From an optimization exercise on the open Yosys and OpenROAD flow, aimed at small area, a short achievable clock period and few clock cycles per item; shortcuts taken in it are not production practice. RTL that was checked went through simulation tests only; none was proved equivalent to the original. Power is estimated from default activity; no workload was simulated.

== lane 1 ==
==> flow/design.v <==
package muldiv_pkg;
  typedef enum logic [2:0] {
    MD_MUL    = 3'b000,
    MD_MULH   = 3'b001,
    MD_MULHSU = 3'b010,
    MD_MULHU  = 3'b011,
    MD_DIV    = 3'b100,
    MD_DIVU   = 3'b101,
    MD_REM    = 3'b110,
    MD_REMU   = 3'b111
  } md_func_t;
  typedef enum logic [2:0] {
    ST_IDLE = 3'd0,
    ST_MUL  = 3'd1,
    ST_DIV  = 3'd2,
    ST_FIX  = 3'd3,
    ST_DONE = 3'd4
  } md_state_t;
  function automatic logic is_div(input md_func_t f);
    is_div = (f == muldiv_pkg::MD_DIV) || (f == muldiv_pkg::MD_DIVU) || (f == muldiv_pkg::MD_REM) || (f == muldiv_pkg::MD_REMU);
  endfunction
endpackage
module div_iter #(
  parameter int DWIDTH = 32
) (
  input  logic              clock,
  input  logic              reset,
  input  logic              load,
  input  logic [DWIDTH-1:0] dividend,
  input  logic [DWIDTH-1:0] divisor,
  output logic [DWIDTH-1:0] quotient,
  output logic [DWIDTH-1:0] remainder,
  output logic              last
);
  localparam int CW = $clog2(DWIDTH + 1);
  logic [DWIDTH-1:0] r_rem;
  logic [DWIDTH-1:0] r_quo;
  logic [DWIDTH-1:0] r_dvs;
  logic [CW-1:0]     r_cnt;
  logic [DWIDTH:0]   w_shift;
  logic [DWIDTH:0]   w_trial;
  assign w_shift = {r_rem, r_quo[DWIDTH-1]};
  assign w_trial = w_shift - {1'b0, r_dvs};
  always_ff @(posedge clock) begin
    if (reset) begin
      r_rem <= '0;
      r_quo <= '0;
      r_dvs <= '0;
      r_cnt <= '0;
    end else if (load) begin
      r_rem <= '0;
      r_quo <= dividend;
      r_dvs <= divisor;
      r_cnt <= CW'(DWIDTH);
    end else if (r_cnt != '0) begin
      if (!w_trial[DWIDTH]) begin
        r_rem <= w_trial[DWIDTH-1:0];
        r_quo <= {r_quo[DWIDTH-2:0], 1'b1};
      end else begin
        r_rem <= w_shift[DWIDTH-1:0];
        r_quo <= {r_quo[DWIDTH-2:0], 1'b0};
      end
      r_cnt <= r_cnt - CW'(1);
    end
  end
  assign quotient  = r_quo;
  assign remainder = r_rem;
  assign last      = (r_cnt == CW'(1));
endmodule
module muldiv_seq #(
  parameter int DWIDTH    = 32,
  parameter int FRAC_BITS = 29
) (
  input  logic              clock,
  input  logic              reset,
  input  logic              start,
  input  logic              kill,
  input  logic [2:0]        MDFunc,
  input  logic [DWIDTH-1:0] A,
  input  logic [DWIDTH-1:0] B,
  output logic [DWIDTH-1:0] MDOut,
  output logic              busy,
  output logic              done
);
  localparam int W = 50;   
  logic [31:0]  r_a;       
  logic [3:0]   r_ax;      
  logic [31:0]  r_b;       
  logic [2:0]   r_bx;      
  logic [2:0]   r_f;
  logic         r_asg;     
  logic [2:0]   r_ff;      
  logic [23:0]  r_plo;     
  logic [W-1:0] r_s;       
  logic [W-1:0] r_c;       
  logic         r_cy;      
  logic         r_first;   
  logic [5:0]   r_one, r_two, r_neg;   
  logic [31:0]  r_out;
  logic         r_busy, r_done;
  logic         st_m, st_fin, st_dx, st_di, st_dc;
  logic [4:0]   r_cnt;
  logic [5:0]   r_ca, r_cb;   
  logic         r_fa, r_fb;   
  logic         r_na, r_nb;   
  wire rk  = reset | kill;
  wire acc = start & ~r_busy & ~rk;
  wire        sgn_b = ~r_f[1];
  wire [34:0] ax    = {{3{r_asg}}, r_a};
  wire [34:0] ax2   = {ax[33:0], 1'b0};
  logic [W-1:0] pp [6];
  always_comb begin
    for (int t = 0; t < 6; t++) begin
      logic [34:0] m;
      m     = (({35{r_one[t]}} & ax) | ({35{r_two[t]}} & ax2)) ^ {35{r_neg[t]}};
      pp[t] = {{(W-35){m[34]}}, m} << (2*t);
    end
  end
  wire bfill = sgn_b & r_b[31];
  logic [W-1:0] kconst;
  always_comb begin
    kconst = '0;
    kconst[10] = r_b[11];
    kconst[22] = r_b[23];
    kconst[34] = bfill;
  end
  logic [W-1:0] xr [6];
  always_comb begin
    xr[0] = pp[0];
    for (int t = 1; t < 6; t++) xr[t] = pp[t] | ({{(W-1){1'b0}}, r_neg[t-1]} << (2*t-2));
  end
  wire [W-1:0] xs = r_first ? kconst : {{12{r_s[W-1]}}, r_s[W-1:12]};
  wire [W-1:0] xc = r_first ? '0     : {{12{r_c[W-1]}}, r_c[W-1:12]};
  function automatic logic [2*W-1:0] csa(input logic [W-1:0] a, input logic [W-1:0] b,
                                         input logic [W-1:0] c);
    csa = {a ^ b ^ c, (a & b) | (a & c) | (b & c)};
  endfunction
  logic [W-1:0] l1s0, l1c0, l1s1, l1c1, l2s0, l2c0, l2s1, l2c1, l3s, l3c, ts, tc;
  always_comb begin
    logic [2*W-1:0] r;
    r = csa(xr[0], xr[1], xr[2]); l1s0 = r[2*W-1:W]; l1c0 = {r[W-2:0], 1'b0};
    r = csa(xr[3], xr[4], xr[5]); l1s1 = r[2*W-1:W]; l1c1 = {r[W-2:0], 1'b0};
    r = csa(l1s0, l1c0, l1s1);    l2s0 = r[2*W-1:W]; l2c0 = {r[W-2:0], 1'b0};
    r = csa(l1c1, xs, xc);        l2s1 = r[2*W-1:W]; l2c1 = {r[W-2:0], 1'b0};
    r = csa(l2s0, l2c0, l2s1);    l3s  = r[2*W-1:W]; l3c  = {r[W-2:0], 1'b0};
    r = csa(l3s, l3c, l2c1);      ts   = r[2*W-1:W]; tc   = {r[W-2:0], 1'b0};
  end
  wire [12:0] chunk = r_first ? 13'd0 : ({1'b0, r_s[11:0]} + {1'b0, r_c[11:1], r_cy});
  wire [39:0] fin   = r_s[39:0] + {r_c[39:1], r_cy};
  wire        m_last    = st_m & (r_cnt == 5'd2);
  wire        m_prelast = st_m & (r_cnt == 5'd1);
  logic [31:0] mres;
  always_comb begin
    case (r_ff[1:0])
      2'd0:    mres = {fin[7:0], r_plo};
      2'd1:    mres = fin[FRAC_BITS-24 +: 32];
      default: mres = fin[39:8];
    endcase
  end
  wire [12:0] nbits = r_busy ? {r_b[23:12], r_b[11]} : {B[11:0], 1'b0};
  logic [5:0] e_one, e_two, e_neg;
  always_comb begin
    for (int t = 0; t < 6; t++) begin
      logic b2, b1, b0;
      b2 = nbits[2*t+2];
      b1 = nbits[2*t+1];
      b0 = nbits[2*t];
      e_one[t] = b1 ^ b0;
      e_two[t] = (b2 & ~b1 & ~b0) | (~b2 & b1 & b0);
      e_neg[t] = b2;
    end
  end
  function automatic logic [2:0] lz8(input logic [7:0] x);
    casez (x)
      8'b1???????: lz8 = 3'd0;
      8'b01??????: lz8 = 3'd1;
      8'b001?????: lz8 = 3'd2;
      8'b0001????: lz8 = 3'd3;
      8'b00001???: lz8 = 3'd4;
      8'b000001??: lz8 = 3'd5;
      8'b0000001?: lz8 = 3'd6;
      default:     lz8 = 3'd7;
    endcase
  endfunction
  function automatic logic [5:0] clz32(input logic [31:0] x);
    logic z3, z2, z1, z0;
    z3 = (x[31:24] == 8'd0);
    z2 = (x[23:16] == 8'd0);
    z1 = (x[15:8]  == 8'd0);
    z0 = (x[7:0]   == 8'd0);
    if (!z3)      clz32 = {3'b000, lz8(x[31:24])};
    else if (!z2) clz32 = {3'b001, lz8(x[23:16])};
    else if (!z1) clz32 = {3'b010, lz8(x[15:8])};
    else if (!z0) clz32 = {3'b011, lz8(x[7:0])};
    else          clz32 = 6'd32;
  endfunction
  function automatic logic ones_tail(input logic [31:0] x);
    ones_tail = &(x[31:1] | ~x[30:0]);
  endfunction
  wire in_sa = ~MDFunc[0] & A[31];
  wire in_sb = ~MDFunc[0] & B[31];
  wire [6:0]  sd      = {1'b0, r_cb} - {1'b0, r_ca} - {6'd0, r_fb} + {6'd0, r_fa};
  wire        dz      = r_cb[5] & ~r_nb;
  wire        dx_skip = st_dx & (sd[6] | dz);
  wire [31:0] ua      = r_na ? -r_a : r_a;
  wire [34:0] bx      = {{3{r_nb}}, r_b};
  wire [34:0] pbx     = (bx ^ {35{r_nb}}) + {34'd0, r_nb};        
  wire [34:0] dalign  = {pbx[33:0], 1'b0} << {sd[4:1], 1'b0};     
  wire [35:0] rem = {r_ax, r_a};
  wire        s0  = r_ax[3];
  wire [35:0] d0  = {1'b0, r_bx, r_b};
  wire [35:0] d1  = {2'b00, r_bx, r_b[31:1]};
  wire [35:0] g0  = d0 ^ {36{~s0}};           
  wire [35:0] tX  = rem + g0 + {35'd0, ~s0};
  wire [35:0] ua0 = rem ^ g0 ^ ~d1;
  wire [35:0] va0 = {((rem & g0) | (rem & ~d1) | (g0 & ~d1)), ~s0};
  wire [35:0] tYa = ua0 + va0 + 36'd1;        
  wire [35:0] ub0 = rem ^ g0 ^ d1;
  wire [35:0] vb0 = {((rem & g0) | (rem & d1) | (g0 & d1)), ~s0};
  wire [35:0] tYb = ub0 + vb0;                
  wire        q1  = ~tX[35];
  wire [35:0] tY  = q1 ? tYa : tYb;
  wire        q2  = ~tY[35];
  wire        di_last = st_di & (r_cnt == 5'd0);
  wire        isrem = r_ff[1];
  wire [31:0] dsel  = isrem ? r_a : r_c[31:0];
  wire        dng   = isrem ? r_na : (r_na ^ r_nb);
  wire [31:0] dneg  = (dsel ^ {32{dng}}) + {31'd0, dng};
  wire [31:0] dres  = (dz & ~isrem) ? 32'hFFFF_FFFF : dneg;
  wire dc_next  = di_last & r_f[1] & tY[35];    
  wire fin_next = m_last | dx_skip | (di_last & ~dc_next) | st_dc;
  wire m_next   = (acc & ~MDFunc[2]) | (st_m & ~m_last);
  wire dx_next  = acc & MDFunc[2];
  wire di_next  = (st_dx & ~dx_skip) | (st_di & ~di_last);
  always_ff @(posedge clock) begin
    if (rk) begin
      st_m   <= 1'b0;
      st_dx  <= 1'b0;
      st_di  <= 1'b0;
      st_dc  <= 1'b0;
      st_fin <= 1'b0;
      r_busy <= 1'b0;
      r_done <= 1'b0;
    end else begin
      st_m   <= m_next;
      st_dx  <= dx_next;
      st_di  <= di_next;
      st_dc  <= dc_next;
      st_fin <= fin_next;
      r_busy <= (m_next & ~m_prelast) | dx_next | di_next | dc_next;
      r_done <= st_fin;
    end
  end
  always_ff @(posedge clock) begin
    if (!r_busy) begin
      r_a  <= A;
      r_b  <= B;
      r_f  <= MDFunc;
      r_asg <= ~(MDFunc[1] & MDFunc[0]) & A[31];
      r_ca <= in_sa ? clz32(~A) : clz32(A);
      r_cb <= in_sb ? clz32(~B) : clz32(B);
      r_fa <= in_sa & ones_tail(A);
      r_fb <= in_sb & ones_tail(B);
      r_na <= in_sa;
      r_nb <= in_sb;
    end else if (st_m) begin
      r_b <= {{12{bfill}}, r_b[31:12]};
    end else if (st_dx) begin
      r_a  <= ua;
      r_ax <= 4'd0;
      {r_bx, r_b} <= dalign;
    end else if (st_di) begin
      {r_ax, r_a} <= tY;
      if (!di_last) {r_bx, r_b} <= {2'b00, r_bx, r_b[31:2]};
    end else if (st_dc) begin
      {r_ax, r_a} <= tYa;                      
    end
    r_first <= ~r_busy;
    r_one   <= e_one;
    r_two   <= e_two;
    r_neg   <= e_neg;
    r_s <= ts;
    if (st_di)      r_c <= {r_c[W-3:0], q1, q2};
    else if (st_dx) r_c <= '0;
    else            r_c <= tc;
    if (st_m) begin
      r_cy  <= chunk[12];
      r_plo <= {chunk[11:0], r_plo[23:12]};
    end
    if (fin_next) r_ff <= r_f;
    if (!r_busy)     r_cnt <= 5'd0;
    else if (st_m)   r_cnt <= r_cnt + 5'd1;
    else if (st_dx)  r_cnt <= {1'b0, sd[4:1]};
    else if (st_di)  r_cnt <= r_cnt - 5'd1;
    r_out <= r_ff[2] ? dres : mres;
  end
  assign MDOut = r_out;
  assign busy  = r_busy;
  assign done  = r_done;
endmodule
Settings: LEC_CHECK=0, ABC_AREA=1, CAP_MARGIN=20, CORE_MARGIN=2, CORE_UTILIZATION=40, PLACE_DENSITY=0.6, SLEW_MARGIN=20; clock period 10.0 ns.
standard.sh (not shown) runs the stock make flow with config.mk's settings and CLKGATE_MAP_FILE= SYNTH_SCRIPT=/design/flow/synth_recipe.tcl, a recipe that flattens the netlist after the stock synthesis.
==> flow/flow/run.sh <==
#!/bin/bash
# Standard ORFS layout, with timing repair aimed at a tighter target than the
# 10 ns constraint (the constraint itself is unchanged) and strong port buffers.
set -euo pipefail
bash standard.sh finish \
  "SETUP_SLACK_MARGIN=6.5" \
  "TNS_END_PERCENT=5" \
  "BUFFER_PORTS_ARGS=-buffer_cell sky130_fd_sc_hd__buf_4" \
  > standard_flow.log 2>&1
Testbench counts of lane 1, summed over its fixed seeds: cycles 11,851, ops 3,200.
Changes in lane 2 relative to lane 1:
--- a/flow/design.v
+++ b/flow/design.v
@@ -98,13 +98,14 @@
   logic [5:0]   r_one, r_two, r_neg;   
   logic [31:0]  r_out;
   logic         r_busy, r_done;
+  logic         r_free;    
   logic         st_m, st_fin, st_dx, st_di, st_dc;
   logic [4:0]   r_cnt;
   logic [5:0]   r_ca, r_cb;   
   logic         r_fa, r_fb;   
   logic         r_na, r_nb;   
   wire rk  = reset | kill;
-  wire acc = start & ~r_busy & ~rk;
+  wire acc = start & r_free & ~rk;
   wire        sgn_b = ~r_f[1];
   wire [34:0] ax    = {{3{r_asg}}, r_a};
   wire [34:0] ax2   = {ax[33:0], 1'b0};
@@ -157,7 +158,7 @@
       default: mres = fin[39:8];
     endcase
   end
-  wire [12:0] nbits = r_busy ? {r_b[23:12], r_b[11]} : {B[11:0], 1'b0};
+  wire [12:0] nbits = r_free ? {B[11:0], 1'b0} : {r_b[23:12], r_b[11]};
   logic [5:0] e_one, e_two, e_neg;
   always_comb begin
     for (int t = 0; t < 6; t++) begin
@@ -227,7 +228,7 @@
   wire        dng   = isrem ? r_na : (r_na ^ r_nb);
   wire [31:0] dneg  = (dsel ^ {32{dng}}) + {31'd0, dng};
   wire [31:0] dres  = (dz & ~isrem) ? 32'hFFFF_FFFF : dneg;
-  wire dc_next  = di_last & r_f[1] & tY[35];    
+  wire dc_next  = di_last & r_f[1];             
   wire fin_next = m_last | dx_skip | (di_last & ~dc_next) | st_dc;
   wire m_next   = (acc & ~MDFunc[2]) | (st_m & ~m_last);
   wire dx_next  = acc & MDFunc[2];
@@ -240,6 +241,7 @@
       st_dc  <= 1'b0;
       st_fin <= 1'b0;
       r_busy <= 1'b0;
+      r_free <= 1'b1;
       r_done <= 1'b0;
     end else begin
       st_m   <= m_next;
@@ -248,11 +250,12 @@
       st_dc  <= dc_next;
       st_fin <= fin_next;
       r_busy <= (m_next & ~m_prelast) | dx_next | di_next | dc_next;
+      r_free <= ~((m_next & ~m_prelast) | dx_next | di_next | dc_next);
       r_done <= st_fin;
     end
   end
   always_ff @(posedge clock) begin
-    if (!r_busy) begin
+    if (r_free) begin
       r_a  <= A;
       r_b  <= B;
       r_f  <= MDFunc;
@@ -273,9 +276,9 @@
       {r_ax, r_a} <= tY;
       if (!di_last) {r_bx, r_b} <= {2'b00, r_bx, r_b[31:2]};
     end else if (st_dc) begin
-      {r_ax, r_a} <= tYa;                      
+      if (s0) {r_ax, r_a} <= tYa;              
     end
-    r_first <= ~r_busy;
+    r_first <= r_free;
     r_one   <= e_one;
     r_two   <= e_two;
     r_neg   <= e_neg;
@@ -283,15 +286,13 @@
     if (st_di)      r_c <= {r_c[W-3:0], q1, q2};
     else if (st_dx) r_c <= '0;
     else            r_c <= tc;
-    if (st_m) begin
-      r_cy  <= chunk[12];
-      r_plo <= {chunk[11:0], r_plo[23:12]};
-    end
-    if (fin_next) r_ff <= r_f;
-    if (!r_busy)     r_cnt <= 5'd0;
+    r_cy  <= chunk[12];
+    r_plo <= {chunk[11:0], r_plo[23:12]};
+    r_ff <= r_f;
+    if (r_free)      r_cnt <= 5'd0;
     else if (st_m)   r_cnt <= r_cnt + 5'd1;
     else if (st_dx)  r_cnt <= {1'b0, sd[4:1]};
-    else if (st_di)  r_cnt <= r_cnt - 5'd1;
+    else             r_cnt <= r_cnt - 5'd1;
     r_out <= r_ff[2] ? dres : mres;
   end
   assign MDOut = r_out;
## What came out
The fraction of power consumed by the clock network in lane 2 was lower than what lane 1 gave. When lane 2 is measured against lane 1, its depth of the most critical reg-to-reg path turns out 2 lower. Lane 2 vs. lane 1: maximum frequency went up by about 2%. Changes observed in lane 2 relative to lane 1: total of plain and repair buffers excluding clock buffers now sits higher; area of the mapped netlist now sits at about the same level; synthesized netlist cell count now sits higher; post-cts resize count now sits higher.
Only the layout flow was run in lane 2; the RTL was not checked for function there.

what the ideal ports hide:
No port has a modelled driver above. Below, the same layouts with a new extraction and two added sets of constraints.
Step 1 sets driving cells, clkbuf_16 on the clock port and buf_2 on the other inputs (assumed; they add their load-dependent delay and slew).
Step 2 also shifts input and output timing later by t, the mid clock arrival at the registers, as if the neighbouring blocks saw the same clock.
Three values: ideal ports, drivers, drivers and shift; two values: the first two.
run	shift t [ns]	setup WS [ns]	worst setup path after step 2	worst slew at a driven data input, ns	pins driven straight from the clock port
lane 1	0.639	6.153 / 6.153 / 5.715	input to register	0.05	1
lane 2	0.644	6.225 / 6.225 / 5.896	input to register	0.04	1
After both steps setup and hold are still met in every run listed. For lane 1, which loses most, drivers alone change the setup slack by 0.000 ns; drivers and shift together by -0.438 ns.
